This design comes from an exercise in tuning for small area, a short achievable clock period and few clock cycles per item on the open sky130 flow, not from production work. RTL that was checked went through simulation tests only; none was proved equivalent to the original. Power figures rest on the tool's default switching activity, not on a simulated workload.

== job 2978 ==
## adsr_envelope_generator
module adsr_envelope_generator #(
  parameter int POSITION_BITS = 24
) (
  input  wire         clk,
  input  wire         rst,
  input  wire         psel,
  input  wire         penable,
  input  wire         pwrite,
  input  wire  [3:0]  paddr,
  input  wire  [31:0] pwdata,
  output logic [31:0] prdata,
  output logic        pready,
  input  wire         s_axis_tvalid,
  output logic        s_axis_tready,
  input  wire  [23:0] s_axis_tdata,   
  input  wire  [1:0]  s_axis_tuser,   
  output logic        m_axis_tvalid,
  input  wire         m_axis_tready,
  output logic [39:0] m_axis_tdata    
);
==> flow/config.mk <==
export PLATFORM = sky130hd
export DESIGN_NAME = adsr_envelope_generator
export DESIGN_NICKNAME = adsr_envelope_generator
export VERILOG_FILES = /design/flow/design.v
export SDC_FILE = /design/flow/constraint.sdc
export NUM_CORES = 4
export LEC_CHECK = 0
export CAP_MARGIN = 20
export CORE_MARGIN = 2
export CORE_UTILIZATION = 70
export CTS_BUF_LIST = sky130_fd_sc_hd__clkbuf_4 sky130_fd_sc_hd__clkbuf_8
export SLEW_MARGIN = 20
==> flow/constraint.sdc <==
create_clock -name core_clock -period 13.0 [get_ports {clk}]
set_input_delay 2.6000 -clock core_clock [delete_from_list [all_inputs] [get_ports {clk}]]
set_output_delay 2.6000 -clock core_clock [all_outputs]
set_load 0.01 [all_outputs]
standard.sh (not shown) runs the stock make flow with config.mk's settings and CLKGATE_MAP_FILE= SYNTH_SCRIPT=/design/flow/synth_recipe.tcl, a recipe that flattens the netlist after the stock synthesis.
==> flow/flow/run.sh <==
#!/bin/bash
# standard synthesis, then the standard layout with small port buffers and a
# larger setup margin for repair_timing
set -euo pipefail
bash standard.sh synth > synth.log 2>&1
bash standard.sh "BUFFER_PORTS_ARGS=-buffer_cell sky130_fd_sc_hd__buf_2" SETUP_SLACK_MARGIN=8 finish > layout.log 2>&1
Per the final summary, job 2978 finished and its layout is clean on timing, DRC and antenna.
Testbench counts of job 2978, summed over its fixed seeds: cycles 45,584, items 43,471.
> inputs changed (job 2978 -> job 8905)
- swapping 70 for 60 in CORE_UTILIZATION
==> flow/flow/run.sh <==
#!/bin/bash
# standard synthesis, then the standard layout with small port buffers and a
# larger setup margin for repair_timing
set -euo pipefail
bash standard.sh synth > synth.log 2>&1
bash standard.sh "BUFFER_PORTS_ARGS=-buffer_cell sky130_fd_sc_hd__buf_2" SETUP_SLACK_MARGIN=9 finish > layout.log 2>&1
==> comparison <==
- Job 8905 finished every stage and its layout cleared the timing, DRC and antenna checks.
- Job 2978: all stages complete, timing, DRC and antenna checks passed
- Changes observed in job 8905 relative to job 2978: post-CTS setup buffer count rose about 440%; area growth from synthesis to layout shows an increase of 12 points; final worst hold slack now larger; via count of the first global-routing pass now sits higher; weighted congestion at the end of routability-driven global placement decreased by about 2.6% relative to the old numbers.
- Job 8905: overall routed net length 12% above job 2978
- The maximum clock frequency of job 8905 is lower than that of job 2978.
- Comparing job 2978 and job 8905, the higher total power of the final layout was measured on job 8905.
- Job 2978 has a higher total iterations of the first detailed-routing run than job 8905.
Changes in job 7833 relative to job 8905:
==> flow/flow/run.sh <==
#!/bin/bash
# standard synthesis, then the standard layout with small port buffers and a
# larger setup margin for repair_timing
set -euo pipefail
bash standard.sh synth > synth.log 2>&1
bash standard.sh "BUFFER_PORTS_ARGS=-buffer_cell sky130_fd_sc_hd__buf_2" SETUP_SLACK_MARGIN=8 finish > layout.log 2>&1
Relative to job 8905, job 7833 improves number of violations reported at the end of detailed-routing iteration 0.
Going from job 8905 to job 7833, design area went down by 9.9%, proportion of power drawn by flip-flops and latches rose 4.3 points, post-cts repair resize count saw a decrease, count of multi-input gates decreased 11, cts-stage hold buffer count has remained practically unchanged.
Job 7833 vs job 8905, total inserted antenna cells went down by 1.
Input changes introduced in job 7480 (baseline for comparison: job 7833):
- TNS_END_PERCENT newly set to 10
## What came out
In terms of via count of the first global-routing pass, job 7833 and job 7480 differ only marginally. Of job 7833 and job 7480, the run reporting the lower final critical delay including setup and external delays was job 7833. The part of the total power dissipated in the clock network of job 7480 and that of job 7833 are within noise of each other. Re logic gate share of total power: job 7833 and job 7480 aren't equal, and the higher value belongs to job 7833. Compared job 7480 against job 7833; global routing usage summed across all routing layers within noise. | clock tree cell share of total cell area | job 7480 vs job 7833 | ≈ equal |.


adsr_envelope_generator, a different RTL version from the one above (not shown whole).
Size in the first run: ~5400 cells after synthesis, about 140 I/O pins.
Settings: LEC_CHECK=0, CAP_MARGIN=20, CORE_MARGIN=2, CORE_UTILIZATION=40, SETUP_SLACK_MARGIN=5, SLEW_MARGIN=20; clock period 13.0 ns.
run.sh (not shown) runs the stock make flow with config.mk's settings and CLKGATE_MAP_FILE= SYNTH_SCRIPT=/design/flow/synth_recipe.tcl, a recipe that flattens the netlist after the stock synthesis.
Stock flow here: none of the scripts above is used.
Rerun with:
- ABC_AREA: not set -> 1
Effect:
- The new run completed with no timing, DRC or antenna violations
- wire length came out higher by roughly a tenth
- sequential share of layout area fell by 0.57 points
- clock-buffer cell count went up by 16
- power went down by a few percent
- clock skew rose by 0.012 ns
- via count rose by roughly a tenth
- global-route usage increases by 1.5 points
No run of this note included a check of the RTL's function; only the layout flow was run.


adsr_envelope_generator, a different RTL version from the one above (not shown whole).
Size: roughly 4,500 cells after synthesis, ~140 I/O pins, ~0.038 sq mm of cells after synthesis.
Settings: LEC_CHECK=0, CAP_MARGIN=20, CORE_MARGIN=2, CORE_UTILIZATION=60, CTS_BUF_LIST=sky130_fd_sc_hd__clkbuf_4 sky130_fd_sc_hd__clkbuf_8, SLEW_MARGIN=20; clock period 13.0 ns.
standard.sh (not shown) runs the stock make flow with config.mk's settings and CLKGATE_MAP_FILE= SYNTH_SCRIPT=/design/flow/synth_recipe.tcl, a recipe that flattens the netlist after the stock synthesis.
==> flow/flow/run.sh <==
#!/bin/bash
# standard synthesis, then the standard layout with small port buffers and a
# larger setup margin for repair_timing
set -euo pipefail
bash standard.sh synth > synth.log 2>&1
bash standard.sh "BUFFER_PORTS_ARGS=-buffer_cell sky130_fd_sc_hd__buf_2" SETUP_SLACK_MARGIN=7.5 finish > layout.log 2>&1
The baseline completed without violations.
Testbench counts at the start, summed over its fixed seeds: cycles 45,576, items 43,471.
Then changed:
==> flow/flow/run.sh (replaced) <==
#!/bin/bash
# standard synthesis, then the standard layout with a larger setup margin for repair_timing
set -euo pipefail
bash standard.sh synth > synth.log 2>&1
bash standard.sh SETUP_SLACK_MARGIN=7.5 finish > layout.log 2>&1
Settings changed: CTS_BUF_LIST sky130_fd_sc_hd__clkbuf_4 sky130_fd_sc_hd__clkbuf_8 to not set.
Effect: Setup slack loses 58 ps; wire length climbs by 1.8%; fmax drops by 1.0%.

-- re-timing with driven ports --
Ports are ideal in the flow. The routed layouts listed here were re-timed in OpenROAD. Step 1 sets driving cells, clkbuf_16 on the clock port and buf_2 on the other inputs (assumed; they add their load-dependent delay and slew). Step 2, shift: input delay + t, output delay - t, t = (earliest + latest rising clock arrival at the registers) / 2. This alone moves slack from input paths to output paths. a / b / c = ideal / step 1 / step 2; a / b = the first two.
| run | shift t [ns] | setup WS [ns] | hold slack, ns | slew at the worst register clock pin (ns) |
|---|---|---|---|---|
| job 2978 | 0.766 | 7.951 / 7.951 / 7.239 | 0.409 / 0.409 / 0.409 | 0.08 / 0.08 |
| job 8905 | 0.776 | 7.851 / 7.851 / 7.576 | 0.419 / 0.419 / 0.419 | 0.07 / 0.07 |
| job 7833 | 0.776 | 8.082 / 8.082 / 7.366 | 0.419 / 0.419 / 0.419 | 0.07 / 0.07 |
| job 7480 | 0.776 | 7.986 / 7.986 / 7.362 | 0.420 / 0.420 / 0.420 | 0.07 / 0.07 |
| the first run of note 2 | 0.759 | 5.133 / 5.133 / 5.133 | 0.415 / 0.415 / 0.415 | 0.08 / 0.08 |
| the second run of note 2 | 0.727 | 5.391 / 5.391 / 5.391 | 0.408 / 0.408 / 0.408 | 0.07 / 0.07 |
| the first run of note 3 | 0.768 | 7.258 / 7.258 / 7.258 | 0.472 / 0.472 / 0.472 | 0.07 / 0.07 |
| the second run of note 3 | 0.688 | 7.200 / 7.200 / 7.088 | 0.472 / 0.472 / 0.472 | 0.07 / 0.07 |
After both steps setup and hold are still met in every run listed. The setup slack of job 7833, which loses most, moves by 0.000 ns with the drivers and by -0.716 ns with both steps.
